Background: an optimization exercise with open tools, aiming at small area, a short achievable clock period and few clock cycles per item. Do not read the settings as production practice.
RTL that was checked went through simulation tests only; none was proved equivalent to the original.
Power and IR drop assume default switching activity.

==> build 47 <==
==> flow/design.v <==
`default_nettype none
package mipi_rx_pkg;
    localparam int WORD_W     = 48;
    localparam int LANE_BYTES = 6;
    localparam logic [WORD_W-1:0] SOF_DEFAULT = 48'hEA_FF_99_DE_AD_FF;
    localparam logic [WORD_W-1:0] EOF_DEFAULT = 48'hEA_FF_99_DE_AD_AA;
    localparam logic [7:0]        I2C_APP_ID_DEFAULT = 8'd7;
endpackage
`default_nettype wire
`timescale 1ns/10ps
`default_nettype none
module mipi_rx_decoder #(
    parameter logic [47:0] SOF_WORD   = mipi_rx_pkg::SOF_DEFAULT,
    parameter logic [47:0] EOF_WORD   = mipi_rx_pkg::EOF_DEFAULT,
    parameter logic [7:0]  I2C_APP_ID = mipi_rx_pkg::I2C_APP_ID_DEFAULT
) (
    input  wire logic        rx_pixel_clk,
    input  wire logic        arst_n,
    input  wire logic [63:0] mipi_rx_data,
    input  wire logic        mipi_rx_valid,
    input  wire logic        uart_fifo_re,
    input  wire logic        i2c_fifo_re,
    output logic [7:0]       uart_data,
    output logic [7:0]       i2c_data,
    output logic             uart_fifo_empty,
    output logic             i2c_fifo_empty
);
    localparam int NS = 64;   
    typedef enum logic [1:0] {
        S_HUNT,
        S_HDR,
        S_DATA,
        S_END
    } wstate_t;
    function automatic logic [2:0] last_bytes(input logic [7:0] mask);
        case (mask)
            8'd1:    last_bytes = 3'd1;
            8'd3:    last_bytes = 3'd2;
            8'd7:    last_bytes = 3'd3;
            8'd15:   last_bytes = 3'd4;
            8'd31:   last_bytes = 3'd5;
            default: last_bytes = 3'd6;
        endcase
    endfunction
    function automatic logic [2:0] low8(input logic [7:0] v);
        low8 = 3'd7;
        for (int i = 6; i >= 0; i--) begin
            if (v[i]) low8 = 3'(i);
        end
    endfunction
    logic [47:0] rx_word;
    always_comb begin
        for (int i = 0; i < 6; i++) begin
            rx_word[47-8*i -: 8] = mipi_rx_data[8*i +: 8];
        end
    end
    logic [47:0] w0;
    logic        v0;
    logic        sof0;
    logic        eof0;
    always_ff @(posedge rx_pixel_clk) begin
        w0   <= rx_word;
        sof0 <= (rx_word == SOF_WORD);
        eof0 <= (rx_word == EOF_WORD);
    end
    always_ff @(posedge rx_pixel_clk or negedge arst_n) begin
        if (!arst_n) v0 <= 1'b0;
        else         v0 <= mipi_rx_valid;
    end
    wstate_t     st;
    logic [5:0]  cnt;      
    logic        fzero;    
    logic        fdest;    
    logic [6:0]  flen;     
    logic [5:0]  fhead;    
    logic [5:0]  prev;     
    logic [5:0]  A;        
    logic        A_v;
    logic [NS-1:0] F;      
    logic [NS-1:0] P;      
    logic [5:0]  hlen;
    logic        we;
    logic [47:0] wdata;
    logic        chain_we;
    logic        end_cyc;
    logic        commit;
    logic        link_we;
    assign hlen     = w0[21:16];
    assign we       = v0 && (((st == S_HDR) && (hlen != 6'd0)) || (st == S_DATA));
    assign wdata    = (st == S_HDR) ? {w0[47:3], last_bytes(w0[15:8])} : w0;
    assign chain_we = v0 && (st == S_DATA);
    assign end_cyc  = v0 && (st == S_END);
    assign commit   = end_cyc && eof0 && !fzero;
    always_ff @(posedge rx_pixel_clk or negedge arst_n) begin
        if (!arst_n) begin
            st    <= S_HUNT;
            cnt   <= '0;
            fzero <= 1'b0;
            fdest <= 1'b0;
            flen  <= '0;
            fhead <= '0;
            prev  <= '0;
        end else if (v0) begin
            case (st)
                S_HUNT: begin
                    if (sof0) st <= S_HDR;
                end
                S_HDR: begin
                    fzero <= (hlen == 6'd0);
                    fdest <= (w0[47:40] == I2C_APP_ID);
                    flen  <= {1'b0, hlen} + 7'd1;
                    fhead <= A;
                    prev  <= A;
                    cnt   <= hlen;
                    st    <= (hlen == 6'd0) ? S_END : S_DATA;
                end
                S_DATA: begin
                    prev <= A;
                    cnt  <= cnt - 6'd1;
                    if (cnt == 6'd1) st <= S_END;
                end
                default: begin
                    st <= S_HUNT;
                end
            endcase
        end
    end
    logic [47:0] mem  [NS];
    logic [5:0]  nptr [NS];
    always_ff @(posedge rx_pixel_clk) begin
        if (we) mem[A] <= wdata;
    end
    logic [5:0] tail [2];
    logic [5:0] nrow;
    logic [5:0] ndata;
    logic       nwe;
    assign nwe   = chain_we || link_we;
    assign nrow  = link_we ? tail[fdest] : prev;
    assign ndata = link_we ? fhead : A;
    always_ff @(posedge rx_pixel_clk) begin
        if (nwe) nptr[nrow] <= ndata;
    end
    logic [7:0]    grp_any;
    logic [7:0]    grp_below;
    logic [NS-1:0] below;
    logic [NS-1:0] B_oh;
    logic [5:0]    B;
    logic          B_v;
    logic          adv;
    always_comb begin
        for (int g = 0; g < 8; g++) grp_any[g] = |F[8*g +: 8];
        grp_below[0] = 1'b0;
        for (int g = 1; g < 8; g++) grp_below[g] = grp_below[g-1] | grp_any[g-1];
        for (int g = 0; g < 8; g++) begin
            below[8*g] = grp_below[g];
            for (int i = 1; i < 8; i++) below[8*g+i] = below[8*g+i-1] | F[8*g+i-1];
        end
        B_oh = F & ~below;
        B    = '0;
        for (int i = 0; i < NS; i++) begin
            if (B_oh[i]) B = B | 6'(i);
        end
        B_v = |grp_any;
    end
    assign adv = we || !A_v;
    logic          go_q;
    logic          own_q;
    logic          hdr_q;
    logic [NS-1:0] AR_oh;
    always_ff @(posedge rx_pixel_clk or negedge arst_n) begin
        if (!arst_n) begin
            A   <= '0;
            A_v <= 1'b0;
            F   <= '1;
            P   <= '0;
        end else begin
            if (adv) begin
                A   <= B;
                A_v <= B_v;
            end
            for (int i = 0; i < NS; i++) begin
                F[i] <= (F[i] && !(adv && B_oh[i]))
                        || (go_q && AR_oh[i])
                        || (end_cyc && !commit && P[i]);
                P[i] <= !end_cyc && (P[i] || (we && (A == 6'(i))));
            end
        end
    end
    logic [5:0]  rp     [2];
    logic [6:0]  avail  [2];
    logic [5:0]  wl     [2];
    logic [2:0]  nl     [2];
    logic [47:0] nxt    [2];
    logic        nxt_v  [2];
    logic [2:0]  nxt_c  [2];
    logic [47:0] cur    [2];
    logic [2:0]  cc     [2];
    logic        emp    [2];
    logic        pr;
    logic        can [2];
    logic        g;
    logic        issue;
    logic [5:0]  iss_rp;
    logic [53:0] rword;
    logic [47:0] rdata;
    logic [5:0]  rnext;
    logic        re_in [2];
    assign re_in[0] = uart_fifo_re;
    assign re_in[1] = i2c_fifo_re;
    always_comb begin
        for (int d = 0; d < 2; d++) begin
            can[d] = !(go_q && (own_q == d[0])) && (avail[d] != 7'd0) &&
                     ((wl[d] == 6'd0) || !nxt_v[d]);
        end
        g      = (can[0] && can[1]) ? pr : can[1];
        issue  = can[0] || can[1];
        iss_rp = g ? rp[1] : rp[0];
    end
    always_ff @(posedge rx_pixel_clk or negedge arst_n) begin
        if (!arst_n) begin
            pr    <= 1'b0;
            go_q  <= 1'b0;
            own_q <= 1'b0;
            hdr_q <= 1'b0;
        end else begin
            if (can[0] && can[1]) pr <= !pr;
            go_q  <= issue;
            own_q <= g;
            hdr_q <= g ? (wl[1] == 6'd0) : (wl[0] == 6'd0);
        end
    end
    always_ff @(posedge rx_pixel_clk) begin
        for (int i = 0; i < NS; i++) AR_oh[i] <= (iss_rp == 6'(i));
    end
    always_comb begin
        rword = '0;
        for (int i = 0; i < NS; i++) begin
            rword = rword | ({54{AR_oh[i]}} & {nptr[i], mem[i]});
        end
        rdata = rword[47:0];
        rnext = rword[53:48];
    end
    logic link_d [2];
    always_comb begin
        link_we = 1'b0;
        for (int d = 0; d < 2; d++) begin
            link_d[d] = commit && (fdest == d[0]) &&
                        ((avail[d] - 7'(go_q && (own_q == d[0]))) != 7'd0);
            link_we = link_we || link_d[d];
        end
    end
    for (genvar d = 0; d < 2; d++) begin : g_rd
        logic       rd;
        logic       cm;
        logic [6:0] rem;
        logic       pop;
        logic       need;
        assign rd   = go_q && (own_q == d[0]);
        assign cm   = commit && (fdest == d[0]);
        assign rem  = avail[d] - 7'(rd);
        assign pop  = re_in[d] && !emp[d];
        assign need = emp[d] || ((cc[d] == 3'd1) && pop);
        always_ff @(posedge rx_pixel_clk or negedge arst_n) begin
            if (!arst_n) begin
                rp[d]    <= '0;
                avail[d] <= '0;
                wl[d]    <= '0;
                nl[d]    <= '0;
                nxt_v[d] <= 1'b0;
                nxt_c[d] <= '0;
                cc[d]    <= '0;
                emp[d]   <= 1'b1;
                tail[d]  <= '0;
            end else begin
                avail[d] <= rem + (cm ? flen : 7'd0);
                if (cm && (rem == 7'd0)) begin
                    rp[d] <= fhead;
                end else if (rd) begin
                    rp[d] <= rnext;
                end
                if (cm) tail[d] <= prev;
                if (rd) begin
                    if (hdr_q) begin
                        wl[d] <= rdata[21:16];
                        nl[d] <= rdata[2:0];
                    end else begin
                        nxt_v[d] <= 1'b1;
                        nxt_c[d] <= (wl[d] == 6'd1) ? nl[d] : 3'd6;
                        wl[d]    <= wl[d] - 6'd1;
                    end
                end
                if (need && nxt_v[d]) begin
                    nxt_v[d] <= 1'b0;
                    cc[d]    <= nxt_c[d];
                    emp[d]   <= 1'b0;
                end else if (pop) begin
                    cc[d]    <= cc[d] - 3'd1;
                    emp[d]   <= (cc[d] == 3'd1);
                end
            end
        end
        always_ff @(posedge rx_pixel_clk) begin
            if (rd && !hdr_q) nxt[d] <= rdata;
            if (need && nxt_v[d]) begin
                cur[d] <= nxt[d];
            end else if (pop) begin
                cur[d] <= {cur[d][39:0], 8'h00};
            end
        end
    end
    assign uart_data       = cur[0][47:40];
    assign i2c_data        = cur[1][47:40];
    assign uart_fifo_empty = emp[0];
    assign i2c_fifo_empty  = emp[1];
endmodule
`default_nettype wire
==> flow/run.sh <==
#!/bin/bash
# synth_recipe.tcl (not shown) runs the flow's synth.tcl, then flattens the netlist and writes it again
# the make line also repeats each setting of config.mk as NAME=value (left out here)
make -C /OpenROAD-flow-scripts/flow DESIGN_CONFIG=/design/flow/config.mk WORK_HOME=/design/flow/orfs CLKGATE_MAP_FILE= SYNTH_SCRIPT=/design/flow/synth_recipe.tcl finish
==> flow/config.mk <==
export PLATFORM = sky130hd
export DESIGN_NAME = mipi_rx_decoder
export DESIGN_NICKNAME = mipi_rx_decoder
export VERILOG_FILES = /design/flow/design.v
export SDC_FILE = /design/flow/constraint.sdc
export NUM_CORES = 4
export LEC_CHECK = 0
export CAP_MARGIN = 20
export CORE_MARGIN = 2
export CORE_UTILIZATION = 45
export SLEW_MARGIN = 20
==> flow/constraint.sdc <==
create_clock -name core_clock -period 5.5 [get_ports {rx_pixel_clk}]
set_input_delay 1.1000 -clock core_clock [delete_from_list [all_inputs] [get_ports {rx_pixel_clk}]]
set_output_delay 1.1000 -clock core_clock [all_outputs]
set_load 0.01 [all_outputs]
==> trial 10 (differences from build 47) <==
--- a/flow/design.v
+++ b/flow/design.v
@@ -56,15 +56,2 @@
     end
-    logic [47:0] w0;
-    logic        v0;
-    logic        sof0;
-    logic        eof0;
-    always_ff @(posedge rx_pixel_clk) begin
-        w0   <= rx_word;
-        sof0 <= (rx_word == SOF_WORD);
-        eof0 <= (rx_word == EOF_WORD);
-    end
-    always_ff @(posedge rx_pixel_clk or negedge arst_n) begin
-        if (!arst_n) v0 <= 1'b0;
-        else         v0 <= mipi_rx_valid;
-    end
     wstate_t     st;
@@ -80,47 +67,66 @@
     logic [NS-1:0] P;      
-    logic [5:0]  hlen;
-    logic        we;
-    logic [47:0] wdata;
-    logic        chain_we;
-    logic        end_cyc;
-    logic        commit;
+    logic        is_sof;
+    logic        is_eof;
+    logic [5:0]  rlen;
+    assign is_sof = (rx_word == SOF_WORD);
+    assign is_eof = (rx_word == EOF_WORD);
+    assign rlen   = rx_word[21:16];
+    logic [47:0] w0;         
+    logic        we;         
+    logic        hdr_w;      
+    logic        chain_we;   
+    logic        end_cyc;    
+    logic        commit;     
     logic        link_we;
-    assign hlen     = w0[21:16];
-    assign we       = v0 && (((st == S_HDR) && (hlen != 6'd0)) || (st == S_DATA));
-    assign wdata    = (st == S_HDR) ? {w0[47:3], last_bytes(w0[15:8])} : w0;
-    assign chain_we = v0 && (st == S_DATA);
-    assign end_cyc  = v0 && (st == S_END);
-    assign commit   = end_cyc && eof0 && !fzero;
+    always_ff @(posedge rx_pixel_clk) begin
+        w0 <= (st == S_HDR) ? {rx_word[47:3], last_bytes(rx_word[15:8])} : rx_word;
+    end
+    always_ff @(posedge rx_pixel_clk or negedge arst_n) begin
+        if (!arst_n) begin
+            st       <= S_HUNT;
+            cnt      <= '0;
+            fzero    <= 1'b0;
+            fdest    <= 1'b0;
+            flen     <= '0;
+            we       <= 1'b0;
+            hdr_w    <= 1'b0;
+            chain_we <= 1'b0;
+            end_cyc  <= 1'b0;
+            commit   <= 1'b0;
+        end else begin
+            we       <= mipi_rx_valid && (((st == S_HDR) && (rlen != 6'd0)) || (st == S_DATA));
+            hdr_w    <= mipi_rx_valid && (st == S_HDR) && (rlen != 6'd0);
+            chain_we <= mipi_rx_valid && (st == S_DATA);
+            end_cyc  <= mipi_rx_valid && (st == S_END);
+            commit   <= mipi_rx_valid && (st == S_END) && is_eof && !fzero;
+            if (mipi_rx_valid) begin
+                case (st)
+                    S_HUNT: begin
+                        if (is_sof) st <= S_HDR;
+                    end
+                    S_HDR: begin
+                        fzero <= (rlen == 6'd0);
+                        fdest <= (rx_word[47:40] == I2C_APP_ID);
+                        flen  <= {1'b0, rlen} + 7'd1;
+                        cnt   <= rlen;
+                        st    <= (rlen == 6'd0) ? S_END : S_DATA;
+                    end
+                    S_DATA: begin
+                        cnt <= cnt - 6'd1;
+                        if (cnt == 6'd1) st <= S_END;
+                    end
+                    default: begin
+                        st <= S_HUNT;
+                    end
+                endcase
+            end
+        end
+    end
     always_ff @(posedge rx_pixel_clk or negedge arst_n) begin
         if (!arst_n) begin
-            st    <= S_HUNT;
-            cnt   <= '0;
-            fzero <= 1'b0;
-            fdest <= 1'b0;
-            flen  <= '0;
             fhead <= '0;
             prev  <= '0;
-        end else if (v0) begin
-            case (st)
-                S_HUNT: begin
-                    if (sof0) st <= S_HDR;
-                end
-                S_HDR: begin
-                    fzero <= (hlen == 6'd0);
-                    fdest <= (w0[47:40] == I2C_APP_ID);
-                    flen  <= {1'b0, hlen} + 7'd1;
-                    fhead <= A;
-                    prev  <= A;
-                    cnt   <= hlen;
-                    st    <= (hlen == 6'd0) ? S_END : S_DATA;
-                end
-                S_DATA: begin
-                    prev <= A;
-                    cnt  <= cnt - 6'd1;
-                    if (cnt == 6'd1) st <= S_END;
-                end
-                default: begin
-                    st <= S_HUNT;
-                end
-            endcase
+        end else begin
+            if (hdr_w) fhead <= A;
+            if (we)    prev  <= A;
         end
@@ -130,3 +136,3 @@
     always_ff @(posedge rx_pixel_clk) begin
-        if (we) mem[A] <= wdata;
+        if (we) mem[A] <= w0;
     end
@@ -190,2 +196,4 @@
     logic [6:0]  avail  [2];
+    logic        a_nz   [2];   
+    logic        a_gt1  [2];   
     logic [5:0]  wl     [2];
@@ -197,3 +205,4 @@
     logic [2:0]  cc     [2];
-    logic        emp    [2];
+    logic        emp    [2];   
+    logic        has    [2];   
     logic        pr;
@@ -211,3 +220,3 @@
         for (int d = 0; d < 2; d++) begin
-            can[d] = !(go_q && (own_q == d[0])) && (avail[d] != 7'd0) &&
+            can[d] = !(go_q && (own_q == d[0])) && a_nz[d] &&
                      ((wl[d] == 6'd0) || !nxt_v[d]);
@@ -247,3 +256,3 @@
             link_d[d] = commit && (fdest == d[0]) &&
-                        ((avail[d] - 7'(go_q && (own_q == d[0]))) != 7'd0);
+                        ((go_q && (own_q == d[0])) ? a_gt1[d] : a_nz[d]);
             link_we = link_we || link_d[d];
@@ -255,2 +264,4 @@
         logic [6:0] rem;
+        logic       rem_nz;
+        logic [6:0] av_n;
         logic       pop;
@@ -260,4 +271,14 @@
         assign rem  = avail[d] - 7'(rd);
-        assign pop  = re_in[d] && !emp[d];
-        assign need = emp[d] || ((cc[d] == 3'd1) && pop);
+        assign rem_nz = rd ? a_gt1[d] : a_nz[d];
+        assign av_n = rem + (cm ? flen : 7'd0);
+        assign pop  = re_in[d] && has[d];
+        assign need = !has[d] || ((cc[d] == 3'd1) && pop);
+        logic       dword;
+        logic       load_n;
+        logic       load_r;
+        logic [2:0] rcnt;
+        assign dword  = rd && !hdr_q;
+        assign load_n = need && nxt_v[d];
+        assign load_r = need && !nxt_v[d] && dword;
+        assign rcnt   = (wl[d] == 6'd1) ? nl[d] : 3'd6;
         always_ff @(posedge rx_pixel_clk or negedge arst_n) begin
@@ -266,2 +287,4 @@
                 avail[d] <= '0;
+                a_nz[d]  <= 1'b0;
+                a_gt1[d] <= 1'b0;
                 wl[d]    <= '0;
@@ -272,6 +295,9 @@
                 emp[d]   <= 1'b1;
+                has[d]   <= 1'b0;
                 tail[d]  <= '0;
             end else begin
-                avail[d] <= rem + (cm ? flen : 7'd0);
-                if (cm && (rem == 7'd0)) begin
+                avail[d] <= av_n;
+                a_nz[d]  <= cm || rem_nz;
+                a_gt1[d] <= cm || (rd ? (avail[d] > 7'd2) : (avail[d] > 7'd1));
+                if (cm && !rem_nz) begin
                     rp[d] <= fhead;
@@ -286,8 +312,6 @@
                     end else begin
-                        nxt_v[d] <= 1'b1;
-                        nxt_c[d] <= (wl[d] == 6'd1) ? nl[d] : 3'd6;
-                        wl[d]    <= wl[d] - 6'd1;
+                        wl[d] <= wl[d] - 6'd1;
                     end
                 end
-                if (need && nxt_v[d]) begin
+                if (load_n) begin
                     nxt_v[d] <= 1'b0;
@@ -295,2 +319,7 @@
                     emp[d]   <= 1'b0;
+                    has[d]   <= 1'b1;
+                end else if (load_r) begin
+                    cc[d]    <= rcnt;
+                    emp[d]   <= 1'b0;
+                    has[d]   <= 1'b1;
                 end else if (pop) begin
@@ -298,2 +327,7 @@
                     emp[d]   <= (cc[d] == 3'd1);
+                    has[d]   <= (cc[d] != 3'd1);
+                end
+                if (dword && !load_r) begin
+                    nxt_v[d] <= 1'b1;
+                    nxt_c[d] <= rcnt;
                 end
@@ -302,5 +336,7 @@
         always_ff @(posedge rx_pixel_clk) begin
-            if (rd && !hdr_q) nxt[d] <= rdata;
-            if (need && nxt_v[d]) begin
+            if (dword && !load_r) nxt[d] <= rdata;
+            if (load_n) begin
                 cur[d] <= nxt[d];
+            end else if (load_r) begin
+                cur[d] <= rdata;
             end else if (pop) begin
--- a/flow/config.mk
+++ b/flow/config.mk
@@ -10,2 +10,4 @@
 export CORE_UTILIZATION = 45
+export SETUP_SLACK_MARGIN = 2.8
 export SLEW_MARGIN = 20
+export TNS_END_PERCENT = 5
==> build 29 (differences from build 47) <==
--- a/flow/design.v
+++ b/flow/design.v
@@ -142,29 +142,18 @@
     end
-    logic [7:0]    grp_any;
-    logic [7:0]    grp_below;
-    logic [NS-1:0] below;
-    logic [NS-1:0] B_oh;
-    logic [5:0]    B;
-    logic          B_v;
-    logic          adv;
+    logic [7:0] grp_any;
+    logic [2:0] grp;
+    logic [7:0] grp_bits;
+    logic [5:0] B;
+    logic       B_v;
+    logic       adv;
     always_comb begin
         for (int g = 0; g < 8; g++) grp_any[g] = |F[8*g +: 8];
-        grp_below[0] = 1'b0;
-        for (int g = 1; g < 8; g++) grp_below[g] = grp_below[g-1] | grp_any[g-1];
-        for (int g = 0; g < 8; g++) begin
-            below[8*g] = grp_below[g];
-            for (int i = 1; i < 8; i++) below[8*g+i] = below[8*g+i-1] | F[8*g+i-1];
-        end
-        B_oh = F & ~below;
-        B    = '0;
-        for (int i = 0; i < NS; i++) begin
-            if (B_oh[i]) B = B | 6'(i);
-        end
-        B_v = |grp_any;
+        grp      = low8(grp_any);
+        grp_bits = F[8*grp +: 8];
+        B        = {grp, low8(grp_bits)};
+        B_v      = |grp_any;
     end
     assign adv = we || !A_v;
-    logic          go_q;
-    logic          own_q;
-    logic          hdr_q;
-    logic [NS-1:0] AR_oh;
+    logic       rd_go;
+    logic [5:0] AR;
     always_ff @(posedge rx_pixel_clk or negedge arst_n) begin
@@ -181,4 +170,4 @@
             for (int i = 0; i < NS; i++) begin
-                F[i] <= (F[i] && !(adv && B_oh[i]))
-                        || (go_q && AR_oh[i])
+                F[i] <= (F[i] && !(adv && B_v && (B == 6'(i))))
+                        || (rd_go && (AR == 6'(i)))
                         || (end_cyc && !commit && P[i]);
@@ -199,7 +188,4 @@
     logic        pr;
-    logic        can [2];
+    logic        req [2];
     logic        g;
-    logic        issue;
-    logic [5:0]  iss_rp;
-    logic [53:0] rword;
     logic [47:0] rdata;
@@ -211,33 +197,10 @@
         for (int d = 0; d < 2; d++) begin
-            can[d] = !(go_q && (own_q == d[0])) && (avail[d] != 7'd0) &&
-                     ((wl[d] == 6'd0) || !nxt_v[d]);
-        end
-        g      = (can[0] && can[1]) ? pr : can[1];
-        issue  = can[0] || can[1];
-        iss_rp = g ? rp[1] : rp[0];
-    end
-    always_ff @(posedge rx_pixel_clk or negedge arst_n) begin
-        if (!arst_n) begin
-            pr    <= 1'b0;
-            go_q  <= 1'b0;
-            own_q <= 1'b0;
-            hdr_q <= 1'b0;
-        end else begin
-            if (can[0] && can[1]) pr <= !pr;
-            go_q  <= issue;
-            own_q <= g;
-            hdr_q <= g ? (wl[1] == 6'd0) : (wl[0] == 6'd0);
+            req[d] = (avail[d] != 7'd0) && ((wl[d] == 6'd0) || !nxt_v[d]);
         end
+        g     = (req[0] && req[1]) ? pr : req[1];
+        rd_go = req[0] || req[1];
+        AR    = g ? rp[1] : rp[0];
     end
-    always_ff @(posedge rx_pixel_clk) begin
-        for (int i = 0; i < NS; i++) AR_oh[i] <= (iss_rp == 6'(i));
-    end
-    always_comb begin
-        rword = '0;
-        for (int i = 0; i < NS; i++) begin
-            rword = rword | ({54{AR_oh[i]}} & {nptr[i], mem[i]});
-        end
-        rdata = rword[47:0];
-        rnext = rword[53:48];
-    end
+    assign rdata = mem[AR];
+    assign rnext = nptr[AR];
     logic link_d [2];
@@ -247,3 +210,3 @@
             link_d[d] = commit && (fdest == d[0]) &&
-                        ((avail[d] - 7'(go_q && (own_q == d[0]))) != 7'd0);
+                        ((avail[d] - 7'(rd_go && (g == d[0]))) != 7'd0);
             link_we = link_we || link_d[d];
@@ -251,2 +214,9 @@
     end
+    always_ff @(posedge rx_pixel_clk or negedge arst_n) begin
+        if (!arst_n) begin
+            pr <= 1'b0;
+        end else if (req[0] && req[1]) begin
+            pr <= !pr;
+        end
+    end
     for (genvar d = 0; d < 2; d++) begin : g_rd
@@ -257,3 +227,3 @@
         logic       need;
-        assign rd   = go_q && (own_q == d[0]);
+        assign rd   = rd_go && (g == d[0]);
         assign cm   = commit && (fdest == d[0]);
@@ -282,3 +252,3 @@
                 if (rd) begin
-                    if (hdr_q) begin
+                    if (wl[d] == 6'd0) begin
                         wl[d] <= rdata[21:16];
@@ -302,3 +272,3 @@
         always_ff @(posedge rx_pixel_clk) begin
-            if (rd && !hdr_q) nxt[d] <= rdata;
+            if (rd && (wl[d] != 6'd0)) nxt[d] <= rdata;
             if (need && nxt_v[d]) begin
==> notes.md <==
                                                              build 29        build 47          trial 10
Die outline area                                            345500 um2      328200 um2        330300 um2
Reg area                                                    116700 um2      118300 um2        118500 um2
Post-synthesis xor/xnor area fraction                         0.001770        0.001564          0.001553
Arrival time at the worst endpoint                             5.97 ns         5.75 ns           3.84 ns
Final worst-path cycle share                                    0.9667          0.9160            0.5879
Non-CTS buffers                                                    614             416               875
Endpoint required time on the critical path                    6.16 ns         6.21 ns           6.11 ns
CP Buf/Inv Count                                                     4               3                 1
Power dissipated by switching net loads                       12.76 mW        12.74 mW          12.86 mW
Cells after synthesis                                             8480            8046              8112
Slowest cell delay on critical path                            0.73 ns         1.05 ns           0.76 ns
Critical path launch point                        wl[0][2]$_DFFE_PN0N_  go_q$_DFF_PN0_  A[2]$_DFFE_PN0N_
Clock net sink count                                              3936            4003              4011
Met2 layer wire length in the routed design                  217700 um       258500 um         270400 um
Clock-cell share of area                                       0.07442         0.07651           0.07404
# Taps                                                            4536            4305              4325
Status                                                  finished clean  finished clean    finished clean
Area after DPL                                              163400 um2      154500 um2        154800 um2
Part of the power in combinational logic                         0.016           0.011             0.009
Final Hold Slack                                             0.2171 ns       0.2201 ns         0.1249 ns
Post-synthesis sequential area ratio                            0.7602          0.8099            0.8060
Clock buffer instance count of the final layout                    518             485               515
Least setup slack across all paths after layout              0.1832 ns       0.4620 ns          2.266 ns
Start of the worst register-to-register path      wl[0][2]$_DFFE_PN0N_  go_q$_DFF_PN0_  A[2]$_DFFE_PN0N_
Top cell type's share of synthesized area                       0.7143          0.7522            0.7473
Area of combinational cells with multiple inputs             34880 um2       26080 um2         28080 um2
Testbench counts of trial 10, summed over its fixed seeds: cycles 10,114, items 16,964.
Testbench counts of build 29, summed over its fixed seeds: cycles 10,090, items 16,964.
No functional check of the RTL was part of build 47.

[afterwards: timing with drivers on the ports]
The results above use ideal ports. As a check the final layouts listed here were re-extracted and re-timed, cells and wires unchanged. Step 1 assumes that a clkbuf_16 drives the clock port and a buf_2 every other input. Step 2 times the ports against the registers' clock, not the clock port: input delays grow and output delays shrink by t, the midpoint of the rising clock arrivals with the driver on. a / b / c = ideal / step 1 / step 2; a / b = the first two.
run | t, ns | slack for setup (ns) | hold WS [ns] | worst data-port slew with drivers (ns)
build 47 | 1.059 | 0.462 / 0.462 / 0.462 | 0.220 / 0.167 / 0.477 | 0.05
trial 10 | 1.129 | 2.266 / 2.266 / 1.820 | 0.125 / 0.051 / 0.450 | 0.06
build 29 | 1.065 | 0.183 / 0.183 / 0.183 | 0.217 / 0.154 / 0.479 | 0.17
After both steps setup and hold are still met in every run listed. For trial 10, which loses most, drivers alone change the setup slack by 0.000 ns; drivers and shift together by -0.446 ns.
